This is an optimization exercise on Yosys and OpenROAD, whose aim is small area, not a production implementation.
Where RTL was checked, it was by simulation tests only, not by an equivalence proof against the original.
Power is estimated from default activity; no workload was simulated. The flow treats the clock pin as an ideal source, which a real chip does not have.

==> module real_mem_to_reg, before the edit <==
module real_mem_to_reg #(
    parameter int DATA_W = 16,
    parameter int MEM_AW = 7,
    parameter int REG_AW = 4
) (
    input  logic              CLK,
    input  logic              RESET_N,
    input  logic [DATA_W-1:0] AData,
    input  logic              MemWrite,
    input  logic [DATA_W-1:0] MemData,
    input  logic              IRWrite,
    input  logic [DATA_W-1:0] IRData,
    input  logic              RegWrite,
    output logic [DATA_W-1:0] AccOut
);
    localparam int MEM_DEPTH = 2 ** MEM_AW;
    localparam int REG_DEPTH = 2 ** REG_AW;
    logic [REG_AW-1:0] ir;
    logic [DATA_W-1:0] mem  [MEM_DEPTH];
    logic [MEM_DEPTH-1:0] mem_vld;
    logic [DATA_W-1:0] regs [REG_DEPTH];
    logic [REG_DEPTH-1:0] reg_vld;
    logic [MEM_AW-1:0] mem_addr;
    logic [DATA_W-1:0] mem_out;
    logic              mem_out_vld;
    assign mem_addr    = AData[MEM_AW-1:0];
    assign mem_out     = mem[mem_addr];
    assign mem_out_vld = mem_vld[mem_addr];
    assign AccOut      = regs[ir] & {DATA_W{reg_vld[ir]}};
    always_ff @(posedge CLK or negedge RESET_N) begin
        if (!RESET_N) begin
            ir <= '0;
        end else if (IRWrite) begin
            ir <= IRData[REG_AW-1:0];
        end
    end
    always_ff @(posedge CLK) begin
        for (int i = 0; i < MEM_DEPTH; i++) begin
            if (MemWrite && mem_addr == MEM_AW'(i)) mem[i] <= MemData;
        end
    end
    always_ff @(posedge CLK or negedge RESET_N) begin
        if (!RESET_N) begin
            mem_vld <= '0;
        end else begin
            for (int i = 0; i < MEM_DEPTH; i++) begin
                if (MemWrite && mem_addr == MEM_AW'(i)) mem_vld[i] <= 1'b1;
            end
        end
    end
    always_ff @(posedge CLK) begin
        for (int i = 0; i < REG_DEPTH; i++) begin
            if (RegWrite && ir == REG_AW'(i)) regs[i] <= mem_out;
        end
    end
    always_ff @(posedge CLK or negedge RESET_N) begin
        if (!RESET_N) begin
            reg_vld <= '0;
        end else begin
            for (int i = 0; i < REG_DEPTH; i++) begin
                if (RegWrite && ir == REG_AW'(i)) reg_vld[i] <= mem_out_vld;
            end
        end
    end
endmodule
make LEC_CHECK=0 CAP_MARGIN=20 CORE_MARGIN=2 CORE_UTILIZATION=35 SLEW_MARGIN=20 finish   # period 8.0 ns
run.sh (not shown) runs the stock make flow with config.mk's settings and CLKGATE_MAP_FILE= SYNTH_SCRIPT=/design/flow/synth_recipe.tcl, a recipe that flattens the netlist after the stock synthesis.
Next try:
==> flow/design.v (replaced) <==
module real_mem_to_reg #(
    parameter int DATA_W = 16,
    parameter int MEM_AW = 7,
    parameter int REG_AW = 4
) (
    input  logic              CLK,
    input  logic              RESET_N,
    input  logic [DATA_W-1:0] AData,
    input  logic              MemWrite,
    input  logic [DATA_W-1:0] MemData,
    input  logic              IRWrite,
    input  logic [DATA_W-1:0] IRData,
    input  logic              RegWrite,
    output logic [DATA_W-1:0] AccOut
);
    localparam int MEM_DEPTH = 2 ** MEM_AW;
    localparam int REG_DEPTH = 2 ** REG_AW;
    logic [DATA_W-1:0] ir;
    logic [DATA_W-1:0] mem  [MEM_DEPTH];
    logic [DATA_W-1:0] regs [REG_DEPTH];
    logic [MEM_AW-1:0] mem_addr;
    logic [REG_AW-1:0] reg_idx;
    logic [DATA_W-1:0] mem_out;
    logic unused_bits;
    assign unused_bits = ^{AData[DATA_W-1:MEM_AW], ir[DATA_W-1:REG_AW]};
    assign mem_addr = AData[MEM_AW-1:0];
    assign reg_idx  = ir[REG_AW-1:0];
    assign mem_out  = mem[mem_addr];
    assign AccOut   = regs[reg_idx];
    always_ff @(posedge CLK or negedge RESET_N) begin
        if (!RESET_N) begin
            ir <= '0;
        end else if (IRWrite) begin
            ir <= IRData;
        end
    end
    always_ff @(posedge CLK or negedge RESET_N) begin
        if (!RESET_N) begin
            for (int i = 0; i < MEM_DEPTH; i++) begin
                mem[i] <= '0;
            end
        end else if (MemWrite) begin
            mem[mem_addr] <= MemData;
        end
    end
    always_ff @(posedge CLK or negedge RESET_N) begin
        if (!RESET_N) begin
            for (int i = 0; i < REG_DEPTH; i++) begin
                regs[i] <= '0;
            end
        end else if (RegWrite) begin
            regs[reg_idx] <= mem_out;
        end
    end
endmodule
Result: Global-route usage fell by 0.78 points; sequential share of layout area fell by 20 points; cell area rose by roughly a tenth; final cell count rose by a quarter to a third; power rose slightly; fmax rose by a few percent; first-iteration DRC count fell by a few percent; non-clock buffer count rose by 30.
For the second run of this note, only the layout was checked, not whether the RTL still works.

== red ==
real_mem_to_reg, a different RTL version from the one above (not shown whole).
For scale: about 6600 cells after synthesis, roughly 2500 flip-flops, roughly 0.078 mm2 of cells after synthesis.
==> module rmr_and4, before the edit <==
module rmr_and4 (input logic a, b, c, d, output logic y);
    assign y = a & b & c & d;
endmodule
==> module real_mem_to_reg, before the edit <==
module real_mem_to_reg #(
    parameter int DATA_W = 16,
    parameter int MEM_AW = 7,
    parameter int REG_AW = 4
) (
    input  logic              CLK,
    input  logic              RESET_N,
    input  logic [DATA_W-1:0] AData,
    input  logic              MemWrite,
    input  logic [DATA_W-1:0] MemData,
    input  logic              IRWrite,
    input  logic [DATA_W-1:0] IRData,
    input  logic              RegWrite,
    output logic [DATA_W-1:0] AccOut
);
    localparam int MEM_DEPTH = 2 ** MEM_AW;
    localparam int REG_DEPTH = 2 ** REG_AW;
    logic                             phase;
    logic [REG_AW-1:0]                ir;
    logic [MEM_DEPTH-1:0][DATA_W-1:0] mem;
    logic [MEM_DEPTH-1:0]             mem_vld;
    logic [REG_DEPTH-1:0][DATA_W-1:0] regs;
    logic [REG_DEPTH-1:0]             reg_vld;
    logic [MEM_AW-1:0] mem_addr;
    assign mem_addr = AData[MEM_AW-1:0];
    logic [MEM_AW-1:0] a_n;
    logic [1:0]        ir_lo_n, ir_hi_n;
    for (genvar k = 0; k < MEM_AW; k++) begin : g_an
        rmr_inv u (.a(mem_addr[k]), .y(a_n[k]));
    end
    for (genvar k = 0; k < 2; k++) begin : g_irn
        rmr_inv u_lo (.a(ir[k]), .y(ir_lo_n[k]));
        rmr_inv u_hi (.a(ir[k+2]), .y(ir_hi_n[k]));
    end
    logic [7:0]  lo, lo_we;
    logic [15:0] hi;
    logic [3:0]  ir_lo, ir_lo_we, ir_hi;
    for (genvar l = 0; l < 8; l++) begin : g_lo
        rmr_and3 u_lo (.a(l[0] ? mem_addr[0] : a_n[0]), .b(l[1] ? mem_addr[1] : a_n[1]),
                       .c(l[2] ? mem_addr[2] : a_n[2]), .y(lo[l]));
        rmr_and4 u_we (.a(MemWrite), .b(l[0] ? mem_addr[0] : a_n[0]), .c(l[1] ? mem_addr[1] : a_n[1]),
                       .d(l[2] ? mem_addr[2] : a_n[2]), .y(lo_we[l]));
    end
    for (genvar h = 0; h < 16; h++) begin : g_hi
        rmr_and4 u_hi (.a(h[0] ? mem_addr[3] : a_n[3]), .b(h[1] ? mem_addr[4] : a_n[4]),
                       .c(h[2] ? mem_addr[5] : a_n[5]), .d(h[3] ? mem_addr[6] : a_n[6]), .y(hi[h]));
    end
    for (genvar k = 0; k < 4; k++) begin : g_irdec
        rmr_and2 u_lo (.a(k[0] ? ir[0] : ir_lo_n[0]), .b(k[1] ? ir[1] : ir_lo_n[1]), .y(ir_lo[k]));
        rmr_and3 u_we (.a(RegWrite), .b(k[0] ? ir[0] : ir_lo_n[0]), .c(k[1] ? ir[1] : ir_lo_n[1]),
                       .y(ir_lo_we[k]));
        rmr_and2 u_hi (.a(k[0] ? ir[2] : ir_hi_n[0]), .b(k[1] ? ir[3] : ir_hi_n[1]), .y(ir_hi[k]));
    end
    logic [MEM_DEPTH-1:0] mem_we, mem_we_n, mem_vld_d, mem_sel;
    for (genvar i = 0; i < MEM_DEPTH; i++) begin : g_mword
        rmr_nand2 u_wen (.a(lo_we[i%8]), .b(hi[i/8]), .y(mem_we_n[i]));
        rmr_inv   u_we  (.a(mem_we_n[i]), .y(mem_we[i]));
        rmr_or2   u_vld (.a(mem_vld[i]), .b(mem_we[i]), .y(mem_vld_d[i]));
        rmr_and3  u_sel (.a(lo[i%8]), .b(hi[i/8]), .c(mem_vld[i]), .y(mem_sel[i]));
    end
    logic [REG_DEPTH-1:0] reg_we, reg_we_n, reg_vld_d, reg_sel;
    for (genvar j = 0; j < REG_DEPTH; j++) begin : g_rword
        rmr_nand2 u_wen (.a(ir_lo_we[j%4]), .b(ir_hi[j/4]), .y(reg_we_n[j]));
        rmr_inv   u_we  (.a(reg_we_n[j]), .y(reg_we[j]));
        rmr_or2   u_vld (.a(reg_vld[j]), .b(reg_we[j]), .y(reg_vld_d[j]));
        rmr_and3  u_sel (.a(ir_lo[j%4]), .b(ir_hi[j/4]), .c(reg_vld[j]), .y(reg_sel[j]));
    end
    logic mem_hit, reg_hit, mem_miss_fill, acc_flip;
    rmr_or128 u_mhit (.a(mem_sel), .y(mem_hit));
    rmr_or16  u_rhit (.a(reg_sel), .y(reg_hit));
    assign mem_miss_fill = phase & ~mem_hit;
    rmr_and2 u_flip (.a(phase), .b(reg_hit), .y(acc_flip));
    logic [DATA_W-1:0] reg_line, mem_line_n;
    logic [DATA_W-1:0][MEM_DEPTH/32-1:0] mem_line;
    logic [MEM_DEPTH-1:0][DATA_W-1:0] mem_d;
    logic [REG_DEPTH-1:0][DATA_W-1:0] regs_d;
    for (genvar b = 0; b < DATA_W; b++) begin : g_bit
        logic [MEM_DEPTH-1:0] mcol;
        logic [REG_DEPTH-1:0] rcol;
        logic                 racc;
        for (genvar i = 0; i < MEM_DEPTH; i++) begin : g_mc
            assign mcol[i] = mem[i][b];
            rmr_o22ai u_nx (.a1(mem[i][b]), .a2(mem_we[i]), .b1(mem_we_n[i]), .b2(mem_line[b][i/32]),
                            .y(mem_d[i][b]));
        end
        for (genvar j = 0; j < REG_DEPTH; j++) begin : g_rc
            assign rcol[j] = regs[j][b];
            rmr_o22ai u_nx (.a1(regs[j][b]), .a2(reg_we[j]), .b1(reg_we_n[j]), .b2(reg_line[b]),
                            .y(regs_d[j][b]));
        end
        rmr_xnor2  u_mline (.a(MemData[b]), .b(phase), .y(mem_line_n[b]));
        for (genvar k = 0; k < MEM_DEPTH / 32; k++) begin : g_ml
            rmr_inv u_mldrv (.a(mem_line_n[b]), .y(mem_line[b][k]));
        end
        rmr_sel128 u_mrd (.sel(mem_sel), .d(mcol), .extra(mem_miss_fill), .y(reg_line[b]));
        rmr_sel16  u_rrd (.sel(reg_sel), .d(rcol), .y(racc));
        rmr_xor2   u_acc (.a(racc), .b(acc_flip), .y(AccOut[b]));
    end
    always_ff @(posedge CLK or negedge RESET_N) begin
        if (!RESET_N) begin
            phase <= 1'b0;
        end else begin
            phase <= ~phase;
        end
    end
    always_ff @(posedge CLK or negedge RESET_N) begin
        if (!RESET_N) begin
            ir <= '0;
        end else if (IRWrite) begin
            ir <= IRData[REG_AW-1:0];
        end
    end
    always_ff @(posedge CLK or negedge RESET_N) begin
        if (!RESET_N) begin
            mem_vld <= '0;
            reg_vld <= '0;
        end else begin
            mem_vld <= mem_vld_d;
            reg_vld <= reg_vld_d;
        end
    end
    always_ff @(posedge CLK) begin
        mem  <= mem_d;
        regs <= regs_d;
    end
endmodule
clock: 8.0 ns
lec_check: 0
cap_margin: 10
core_margin: 2
core_utilization: 60
gpl_timing_driven: 0
slew_margin: 10
synth_hierarchical: 1
synth_minimum_keep_size: 0
standard.sh (not shown) runs the stock make flow with config.mk's settings and CLKGATE_MAP_FILE= SYNTH_SCRIPT=/design/flow/synth_recipe.tcl, a recipe that flattens the netlist after the stock synthesis.
==> flow/flow/run.sh <==
#!/bin/bash
# The standard layout (standard.sh), with two changes passed to ORFS through its variables:
# - clock tree synthesis without dummy loads, in clusters of up to 30 flip-flops;
# - the smallest buffer on each input and output port (repair may still resize it).
# The make output goes to standard_make.log; ORFS keeps each step's log under orfs/logs.
set -euo pipefail
export CTS_ARGS="-sink_clustering_enable -repair_clock_nets -dont_use_dummy_load -sink_clustering_size 30 -sink_clustering_max_diameter 100 -buf_list {sky130_fd_sc_hd__clkbuf_8 sky130_fd_sc_hd__clkbuf_16}"
export BUFFER_PORTS_ARGS="-buffer_cell sky130_fd_sc_hd__buf_1"
bash standard.sh > standard_make.log 2>&1
red: all stages complete, timing, DRC and antenna checks passed
Edits applied to the flow inputs when going from red to blue:
==> flow/design.v, changed modules only <==
module real_mem_to_reg #(
    parameter int DATA_W = 16,
    parameter int MEM_AW = 7,
    parameter int REG_AW = 4
) (
    input  logic              CLK,
    input  logic              RESET_N,
    input  logic [DATA_W-1:0] AData,
    input  logic              MemWrite,
    input  logic [DATA_W-1:0] MemData,
    input  logic              IRWrite,
    input  logic [DATA_W-1:0] IRData,
    input  logic              RegWrite,
    output logic [DATA_W-1:0] AccOut
);
    localparam int MEM_DEPTH = 2 ** MEM_AW;
    localparam int REG_DEPTH = 2 ** REG_AW;
    logic                             phase;
    logic [REG_AW-1:0]                ir;
    logic [MEM_DEPTH-1:0][DATA_W-1:0] mem;
    logic [MEM_DEPTH-1:0]             mem_vld;
    logic [REG_DEPTH-1:0][DATA_W-1:0] regs;
    logic [REG_DEPTH-1:0]             reg_vld;
    logic [MEM_AW-1:0] mem_addr;
    assign mem_addr = AData[MEM_AW-1:0];
    logic [7:0]  lo, lo_we;
    logic [15:0] hi;
    logic [3:0]  ir_lo, ir_lo_we, ir_hi;
    always_comb begin
        for (int l = 0; l < 8; l++) begin
            lo[l]    = mem_addr[2:0] == 3'(l);
            lo_we[l] = MemWrite && mem_addr[2:0] == 3'(l);
        end
        for (int h = 0; h < 16; h++) begin
            hi[h] = mem_addr[6:3] == 4'(h);
        end
        for (int k = 0; k < 4; k++) begin
            ir_lo[k]    = ir[1:0] == 2'(k);
            ir_lo_we[k] = RegWrite && ir[1:0] == 2'(k);
            ir_hi[k]    = ir[3:2] == 2'(k);
        end
    end
    logic [MEM_DEPTH-1:0] mem_we, mem_we_n, mem_vld_d, mem_sel;
    for (genvar i = 0; i < MEM_DEPTH; i++) begin : g_mword
        rmr_nand2 u_wen (.a(lo_we[i%8]), .b(hi[i/8]), .y(mem_we_n[i]));
        rmr_inv   u_we  (.a(mem_we_n[i]), .y(mem_we[i]));
        rmr_or2   u_vld (.a(mem_vld[i]), .b(mem_we[i]), .y(mem_vld_d[i]));
        rmr_and3  u_sel (.a(lo[i%8]), .b(hi[i/8]), .c(mem_vld[i]), .y(mem_sel[i]));
    end
    logic [REG_DEPTH-1:0] reg_we, reg_we_n, reg_vld_d, reg_sel;
    for (genvar j = 0; j < REG_DEPTH; j++) begin : g_rword
        rmr_nand2 u_wen (.a(ir_lo_we[j%4]), .b(ir_hi[j/4]), .y(reg_we_n[j]));
        rmr_inv   u_we  (.a(reg_we_n[j]), .y(reg_we[j]));
        rmr_or2   u_vld (.a(reg_vld[j]), .b(reg_we[j]), .y(reg_vld_d[j]));
        rmr_and3  u_sel (.a(ir_lo[j%4]), .b(ir_hi[j/4]), .c(reg_vld[j]), .y(reg_sel[j]));
    end
    logic mem_hit, reg_hit, mem_miss_fill, acc_flip;
    rmr_or128 u_mhit (.a(mem_sel), .y(mem_hit));
    rmr_or16  u_rhit (.a(reg_sel), .y(reg_hit));
    assign mem_miss_fill = phase & ~mem_hit;
    rmr_and2 u_flip (.a(phase), .b(reg_hit), .y(acc_flip));
    logic [DATA_W-1:0] reg_line, mem_line_n;
    logic [DATA_W-1:0][MEM_DEPTH/32-1:0] mem_line;
    logic [MEM_DEPTH-1:0][DATA_W-1:0] mem_d;
    logic [REG_DEPTH-1:0][DATA_W-1:0] regs_d;
    for (genvar b = 0; b < DATA_W; b++) begin : g_bit
        logic [MEM_DEPTH-1:0] mcol;
        logic [REG_DEPTH-1:0] rcol;
        logic                 racc;
        for (genvar i = 0; i < MEM_DEPTH; i++) begin : g_mc
            assign mcol[i] = mem[i][b];
            rmr_o22ai u_nx (.a1(mem[i][b]), .a2(mem_we[i]), .b1(mem_we_n[i]), .b2(mem_line[b][i/32]),
                            .y(mem_d[i][b]));
        end
        for (genvar j = 0; j < REG_DEPTH; j++) begin : g_rc
            assign rcol[j] = regs[j][b];
            rmr_o22ai u_nx (.a1(regs[j][b]), .a2(reg_we[j]), .b1(reg_we_n[j]), .b2(reg_line[b]),
                            .y(regs_d[j][b]));
        end
        rmr_xnor2  u_mline (.a(MemData[b]), .b(phase), .y(mem_line_n[b]));
        for (genvar k = 0; k < MEM_DEPTH / 32; k++) begin : g_ml
            rmr_inv u_mldrv (.a(mem_line_n[b]), .y(mem_line[b][k]));
        end
        rmr_sel128 u_mrd (.sel(mem_sel), .d(mcol), .extra(mem_miss_fill), .y(reg_line[b]));
        rmr_sel16  u_rrd (.sel(reg_sel), .d(rcol), .y(racc));
        rmr_xor2   u_acc (.a(racc), .b(acc_flip), .y(AccOut[b]));
    end
    always_ff @(posedge CLK or negedge RESET_N) begin
        if (!RESET_N) begin
            phase <= 1'b0;
        end else begin
            phase <= ~phase;
        end
    end
    always_ff @(posedge CLK or negedge RESET_N) begin
        if (!RESET_N) begin
            ir <= '0;
        end else if (IRWrite) begin
            ir <= IRData[REG_AW-1:0];
        end
    end
    always_ff @(posedge CLK or negedge RESET_N) begin
        if (!RESET_N) begin
            mem_vld <= '0;
            reg_vld <= '0;
        end else begin
            mem_vld <= mem_vld_d;
            reg_vld <= reg_vld_d;
        end
    end
    always_ff @(posedge CLK) begin
        mem  <= mem_d;
        regs <= regs_d;
    end
endmodule
// module rmr_and4 removed
Findings:
- The final layouts of blue and red pass the timing, DRC and antenna checks.
- On sequential share of the synthesized area, blue and red are basically level.
- Compared to red, blue has slack of the critical path 180 ps higher.
- [compare] base=red new=blue: utilization grew by 0.20 points; overall via count from detail_route shrank by 403; cell area grew by 250 um2; non-clock buffer count grew by 22%.
- Compared red against blue; total half-perimeter wirelength after legalization and detailed placement within noise.
- Looking at blue and red, the total power consumption of the routed design is a wash.
- Compare blue and red | final-layout non-clock buffer area share lower: red

## static timing again, ports no longer ideal
How much do the figures lean on ideal ports? The routed layouts below were timed once more, with nothing changed but the port constraints.
Step 1 assumes that a clkbuf_16 drives the clock port and a buf_2 every other input.
Step 2 times the ports against the registers' clock, not the clock port: input delays grow and output delays shrink by t, the midpoint of the rising clock arrivals with the driver on.
a / b / c = ideal / step 1 / step 2; a / b = the first two.
| run | t (ns) | setup slack, ns | worst data-port slew with drivers (ns) |
|---|---|---|---|
| the first run of note 1 | 1.010 | 1.646 / 1.721 / 0.711 | 0.06 |
| the second run of note 1 | 1.043 | 1.899 / 1.866 / 0.822 | 0.15 |
| red | 0.819 | 1.194 / 1.069 / 0.250 | 0.24 |
| blue | 0.841 | 1.372 / 1.409 / 0.568 | 0.24 |
After both steps every run listed still meets setup and hold. For the second run of note 1, which loses most, drivers alone change the setup slack by -0.033 ns; drivers and shift together by -1.077 ns.
